From an optimization exercise on the open Yosys and OpenROAD flow, aimed at small area, a short achievable clock period and few clock cycles per item; shortcuts taken in it are not production practice.
At most, simulation tests tie the RTL to the original design; equivalence was not proved.
Power is estimated from default activity; no workload was simulated.

==> 12-26 <==
Design aluTop, start of the top module:
module aluTop (
	input  logic                            clk,
	input  logic                            rstN,
	input  logic                            start,
	input  logic [aluPkg::operandWidth-1:0] a,
	input  logic [aluPkg::operandWidth-1:0] b,
	input  aluPkg::opcodeT                  op,
	output logic                            done,
	output logic [aluPkg::resultWidth-1:0]  result,
	output logic [aluPkg::errorWidth-1:0]   error
);
	localparam int frontBits = 10;
	logic [15:16-frontBits]  qHi;
	logic [frontBits-1:0]    remHi;
	logic [operandWidth-1:0] aQ;
	logic [operandWidth-1:0] bQ;
	aluPkg::opcodeT          opQ;
	logic [15:16-frontBits]  qHiQ;
	logic [frontBits-1:0]    remHiQ;
	logic                    validQ;
	logic [resultWidth-1:0]  addSubResult;
	logic                    overflow;
	logic [resultWidth-1:0]  product;
	logic [operandWidth-1:0] quotient;
	logic [operandWidth-1:0] remainder;
  ...
export LEC_CHECK = 0
export CAP_MARGIN = 20
export CORE_MARGIN = 2
export CORE_UTILIZATION = 40
export SLEW_MARGIN = 20
create_clock -name core_clock -period 40.0 [get_ports {clk}]
standard.sh (not shown) runs the stock make flow with config.mk's settings and CLKGATE_MAP_FILE= SYNTH_SCRIPT=/design/flow/synth_recipe.tcl, a recipe that flattens the netlist after the stock synthesis.
==> flow/flow/run.sh <==
#!/bin/bash
# Own layout flow: the standard flow (standard.sh, unchanged synthesis), with
# - port buffers of a stronger cell than the smallest one buffer_ports picks by default,
# - timing repair aiming past the required slack (the clock and constraints are unchanged),
#   with resizing free to change a cell's footprint.
set -euo pipefail
MARGIN=$(cat flow/margin.txt)
bash standard.sh \
	"BUFFER_PORTS_ARGS=-buffer_cell sky130_fd_sc_hd__buf_4" \
	"SETUP_SLACK_MARGIN=$MARGIN" \
	"MATCH_CELL_FOOTPRINT=0" \
	finish > standard_flow.log 2>&1
==> flow/flow/margin.txt <==
21
==> 05-27 (differences from 12-26) <==
==> flow/run.sh (new file) <==
#!/bin/bash
# synth_recipe.tcl (not shown) runs the flow's synth.tcl, then flattens the netlist and writes it again
# the make line also repeats each setting of config.mk as NAME=value (left out here)
make -C /OpenROAD-flow-scripts/flow DESIGN_CONFIG=/design/flow/config.mk WORK_HOME=/design/flow/orfs CLKGATE_MAP_FILE= SYNTH_SCRIPT=/design/flow/synth_recipe.tcl finish
- ABC_AREA: not set -> 1
removed: flow/flow/run.sh
removed: flow/flow/margin.txt
removed: flow/standard.sh
==> notes.md <==
met3 wire len=5.14 mm; status=timing/DRC/antenna clean; RSZ-0062 raised after global routing=no; largest net degree at the start of global routing=28; worst slack, placed=22.05 ns; sequential cell area share=0.0438; worst vdd ir=0.0900 mV; multi-input combinational area share=0.772
[end of results for 05-27]
==> notes.md <==
sequential cell area share=0.0460; Synth Area in Compound Gates=0.217; RSZ-0062 raised after global routing=yes; YS warnings=2; top-count cell post-synth=ha_1; largest net degree at the start of global routing=27; worst slack, placed=roughly 20 ns; static leakage=roughly 12 nW; status=timing/DRC/antenna clean; met3 wire len=about 5.2 mm
[end of results for 12-26]
Testbench counts of 12-26, summed over its fixed seeds: cycles 8,000, items 8,000.
Testbench counts of 05-27, summed over its fixed seeds: cycles 8,000, items 8,000.

* * *

==> inputs of 12-09 <==
Another version of the RTL of aluTop (not shown whole).
==> flow/config.mk <==
export PLATFORM = sky130hd
export DESIGN_NAME = aluTop
export DESIGN_NICKNAME = aluTop
export VERILOG_FILES = /design/flow/design.v
export SDC_FILE = /design/flow/constraint.sdc
export NUM_CORES = 4
export LEC_CHECK = 0
export ABC_AREA = 1
export CAP_MARGIN = 20
export CORE_MARGIN = 2
export CORE_UTILIZATION = 40
export SLEW_MARGIN = 20
==> flow/constraint.sdc <==
create_clock -name core_clock -period 40.0 [get_ports {clk}]
set_input_delay 8.0000 -clock core_clock [delete_from_list [all_inputs] [get_ports {clk}]]
set_output_delay 8.0000 -clock core_clock [all_outputs]
set_load 0.01 [all_outputs]
==> flow/flow/run.sh <==
#!/bin/bash
# Own layout flow: the standard flow (standard.sh, unchanged synthesis), with
# - port buffers of a stronger cell than the smallest one buffer_ports picks by default,
# - timing repair aiming past the required slack (the clock and constraints are unchanged),
#   with resizing free to change a cell's footprint.
set -euo pipefail
MARGIN=$(cat flow/margin.txt)
bash standard.sh \
	"BUFFER_PORTS_ARGS=-buffer_cell sky130_fd_sc_hd__buf_4" \
	"SETUP_SLACK_MARGIN=$MARGIN" \
	"MATCH_CELL_FOOTPRINT=0" \
	finish > standard_flow.log 2>&1
==> flow/flow/margin.txt <==
25
==> inputs of 03-25, as changes to 12-09 <==
==> flow/flow/margin.txt (replaced) <==
23
==> inputs of 12-22, as changes to 12-09 <==
==> flow/flow/margin.txt (replaced) <==
26
==> inputs of 12-15, as changes to 12-09 <==
--- a/flow/design.v
+++ b/flow/design.v
@@ -26,21 +26,19 @@
 	input  logic                             rstN,
 	input  logic                             start,
 	input  logic [aluPkg::operandWidth-1:0]  a,
 	input  logic [aluPkg::operandWidth-1:0]  b,
 	input  aluPkg::opcodeT                   op,
 	input  logic [15:16-frontBits]           qHi,
 	input  logic [frontBits-1:0]             remHi,
-	input  logic [17:1]                      b3,
 	output logic [aluPkg::operandWidth-1:0]  aQ,
 	output logic [aluPkg::operandWidth-1:0]  bQ,
 	output aluPkg::opcodeT                   opQ,
 	output logic [15:16-frontBits]           qHiQ,
 	output logic [frontBits-1:0]             remHiQ,
-	output logic [17:1]                      b3Q,
 	output logic                             validQ
 );
 	always_ff @(posedge clk)
 	begin
 		if (!rstN)
 			validQ <= 1'b0;
 		else
@@ -49,15 +47,14 @@
 	always_ff @(posedge clk)
 	begin
 		aQ     <= a;
 		bQ     <= b;
 		opQ    <= op;
 		qHiQ   <= qHi;
 		remHiQ <= remHi;
-		b3Q    <= b3;
 	end
 endmodule
 import aluPkg::*;
 module addSubUnit (
 	input  logic [aluPkg::operandWidth-1:0] aQ,
 	input  logic [aluPkg::operandWidth-1:0] bQ,
 	input  aluPkg::opcodeT                  opQ,
@@ -782,21 +779,19 @@
 	assign rowB = {tc132, tc131, tc130, tc129, tc128, tc127, tc126, tc125, tc124, tc123, tc122, tc121, tc120, tc119, tc118, tc117, tc116, tc115, tc114, tc113, tc112, tc111, tc110, tc109, tc108, tc107, tc106, tc105, tc104, neg1, 1'b0, neg0};
 	assign product = rowA + rowB;
 endmodule
 module divFront (
 	input  logic [15:0] aIn,
 	input  logic [15:0] bIn,
 	output logic [15:6] qHi,
-	output logic [9:0] remHi,
-	output logic [17:1] b3Out
+	output logic [9:0] remHi
 );
 	logic [15:0] q;
 	logic [18:0] b3;
 	assign b3 = {3'b0, bIn} + ({3'b0, bIn} << 1);
-	assign b3Out = b3[17:1];
 	logic [3:0] tq0, tr0;
 	logic small0;
 	assign small0 = (bIn[15:4] == '0);
 	always_comb
 	begin
 		case ({aIn[15:12], bIn[3:0]})
 			8'd0: begin tq0 = 4'd15; tr0 = 4'd0; end
@@ -1522,22 +1517,21 @@
 	assign q[5:0] = '0;
 endmodule
 module divBack (
 	input  logic [15:0] aIn,
 	input  logic [15:0] bIn,
 	input  logic [15:6] qHi,
 	input  logic [9:0] remHi,
-	input  logic [17:1] b3In,
 	output logic [15:0] quotient,
 	output logic [15:0] remainder,
 	output logic        divZero
 );
 	logic [15:0] q;
 	logic [18:0] b3;
-	assign b3 = {1'b0, b3In, bIn[0]};
+	assign b3 = {3'b0, bIn} + ({3'b0, bIn} << 1);
 	assign q[15:6] = qHi;
 	logic [11:0] x4;
 	assign x4 = {remHi, aIn[5:4]};
 	logic [18:0] m4_1;
 	logic [12:0] d4_1;
 	logic ge4_1;
 	assign m4_1 = {3'b0, bIn};
@@ -2420,53 +2414,48 @@
 	output logic                            done,
 	output logic [aluPkg::resultWidth-1:0]  result,
 	output logic [aluPkg::errorWidth-1:0]   error
 );
 	localparam int frontBits = 10;
 	logic [15:16-frontBits]  qHi;
 	logic [frontBits-1:0]    remHi;
-	logic [17:1]             b3;
 	logic [operandWidth-1:0] aQ;
 	logic [operandWidth-1:0] bQ;
 	aluPkg::opcodeT          opQ;
 	logic [15:16-frontBits]  qHiQ;
 	logic [frontBits-1:0]    remHiQ;
-	logic [17:1]             b3Q;
 	logic                    validQ;
 	logic [resultWidth-1:0]  addSubResult;
 	logic                    overflow;
 	logic [resultWidth-1:0]  product;
 	logic [operandWidth-1:0] quotient;
 	logic [operandWidth-1:0] remainder;
 	logic                    divZero;
 	divFront divFront_i (
 		.aIn   (a),
 		.bIn   (b),
 		.qHi   (qHi),
-		.remHi (remHi),
-		.b3Out (b3)
+		.remHi (remHi)
 	);
 	operandRegister #(
 		.frontBits (frontBits)
 	) operandRegister_i (
 		.clk    (clk),
 		.rstN   (rstN),
 		.start  (start),
 		.a      (a),
 		.b      (b),
 		.op     (op),
 		.qHi    (qHi),
 		.remHi  (remHi),
-		.b3     (b3),
 		.aQ     (aQ),
 		.bQ     (bQ),
 		.opQ    (opQ),
 		.qHiQ   (qHiQ),
 		.remHiQ (remHiQ),
-		.b3Q    (b3Q),
 		.validQ (validQ)
 	);
 	addSubUnit addSubUnit_i (
 		.aQ           (aQ),
 		.bQ           (bQ),
 		.opQ          (opQ),
 		.addSubResult (addSubResult),
@@ -2478,15 +2467,14 @@
 		.product (product)
 	);
 	divBack divBack_i (
 		.aIn       (aQ),
 		.bIn       (bQ),
 		.qHi       (qHiQ),
 		.remHi     (remHiQ),
-		.b3In      (b3Q),
 		.quotient  (quotient),
 		.remainder (remainder),
 		.divZero   (divZero)
 	);
 	resultSelect resultSelect_i (
 		.validQ       (validQ),
 		.opQ          (opQ),
==> flow/flow/margin.txt (replaced) <==
23
==> notes.md <==
- In die area, 03-25 and 12-22 do not differ.
- Worst setup slack, lowest first: 12-15, 03-25, 12-09, 12-22.
- Total power: 12-15 < 03-25 < 12-09 < 12-22.
- Of 12-15 and 12-22, 12-22 has the higher synthesized cell count (gap about 7%, measured against 12-22).
- Count of clock-buffer cells in the layout is the same in 12-22 and 03-25.
- Area after synthesis is the same in 12-22 and 03-25.
==> figures <==
Result of the run: 12-15 complete, no violations; 12-22 complete, no violations; 03-25 complete, no violations; 12-09 complete, no violations
Die Footprint: 12-15 0.05415 mm^2; 12-22 0.05547 mm^2; 03-25 0.05547 mm^2; 12-09 0.05547 mm^2
Non-clock buffer total of the final layout: 12-15 128; 12-22 392; 03-25 98; 12-09 165
Post-CTS resize count: 12-15 33; 12-22 459; 03-25 0; 12-09 86
Final net count: 12-15 3529; 12-22 3997; 03-25 3693; 12-09 3763
Gate count of the mapped netlist: 12-15 2952; 12-22 3171; 03-25 3171; 12-09 3171
Post-synthesis area per instance: 12-15 7.088 um^2; 12-22 6.762 um^2; 03-25 6.762 um^2; 12-09 6.762 um^2
Mux cell area share after synthesis: 12-15 0.0009568; 12-22 0.0004668; 03-25 0.0004668; 12-09 0.0004668
Core Box Area: 12-15 0.05151 mm^2; 12-22 0.05276 mm^2; 03-25 0.05276 mm^2; 12-09 0.05276 mm^2
Worst endpoint data arrival time: 12-15 8.50 ns; 12-22 6.23 ns; 03-25 8.45 ns; 12-09 6.72 ns
Setup Fix Bufs, Post-CTS: 12-15 10; 12-22 185; 03-25 0; 12-09 15
Die Span Y: 12-15 232.7 um; 12-22 235.5 um; 03-25 235.5 um; 12-09 235.5 um
Areal power density over the cells: 12-15 56.13 mW/mm^2; 12-22 59.59 mW/mm^2; 03-25 61.23 mW/mm^2; 12-09 59.23 mW/mm^2
Testbench counts of 12-09, summed over its fixed seeds: cycles 8,000, items 8,000.
Testbench counts of 03-25, summed over its fixed seeds: cycles 8,000, items 8,000.
Testbench counts of 12-22, summed over its fixed seeds: cycles 8,000, items 8,000.
Function not checked in 12-15: the RTL went through the layout flow alone.

## what the ideal ports hide
The flow's constraints put no driver on any port. The routed layouts listed below were extracted and timed again, unchanged, in two steps. Step 1 (the two cells are an assumption about what drives the block):
set clk [get_ports {clk}]
set_driving_cell -lib_cell sky130_fd_sc_hd__clkbuf_16 $clk
set_driving_cell -lib_cell sky130_fd_sc_hd__buf_2 [delete_from_list [all_inputs] $clk]
Step 2 moves the port delays by t, midway between the first and last clock arrival at a register: inputs arrive t later, outputs are due t later. That takes back most of the time a late clock gives input paths. a / b / c = no drivers / after step 1 / after step 2; a / b = the first two.
| run | shift t [ns] | setup slack, ns | clock arrival spread, ns |
|---|---|---|---|
| 12-26 | 0.419 | 21.378 / 21.327 / 21.278 | 0.019 / 0.019 |
| 05-27 | 0.409 | 21.776 / 21.725 / 21.976 | 0.020 / 0.019 |
| 12-09 | 0.402 | 25.281 / 25.232 / 25.072 | 0.014 / 0.014 |
| 03-25 | 0.401 | 23.553 / 23.503 / 23.522 | 0.012 / 0.012 |
| 12-22 | 0.402 | 25.767 / 25.713 / 25.528 | 0.012 / 0.012 |
| 12-15 | 0.408 | 23.499 / 23.454 / 23.531 | 0.007 / 0.007 |
After both steps every run listed still meets setup and hold. The setup slack of 12-22, which loses most, moves by -0.054 ns with the drivers and by -0.239 ns with both steps.
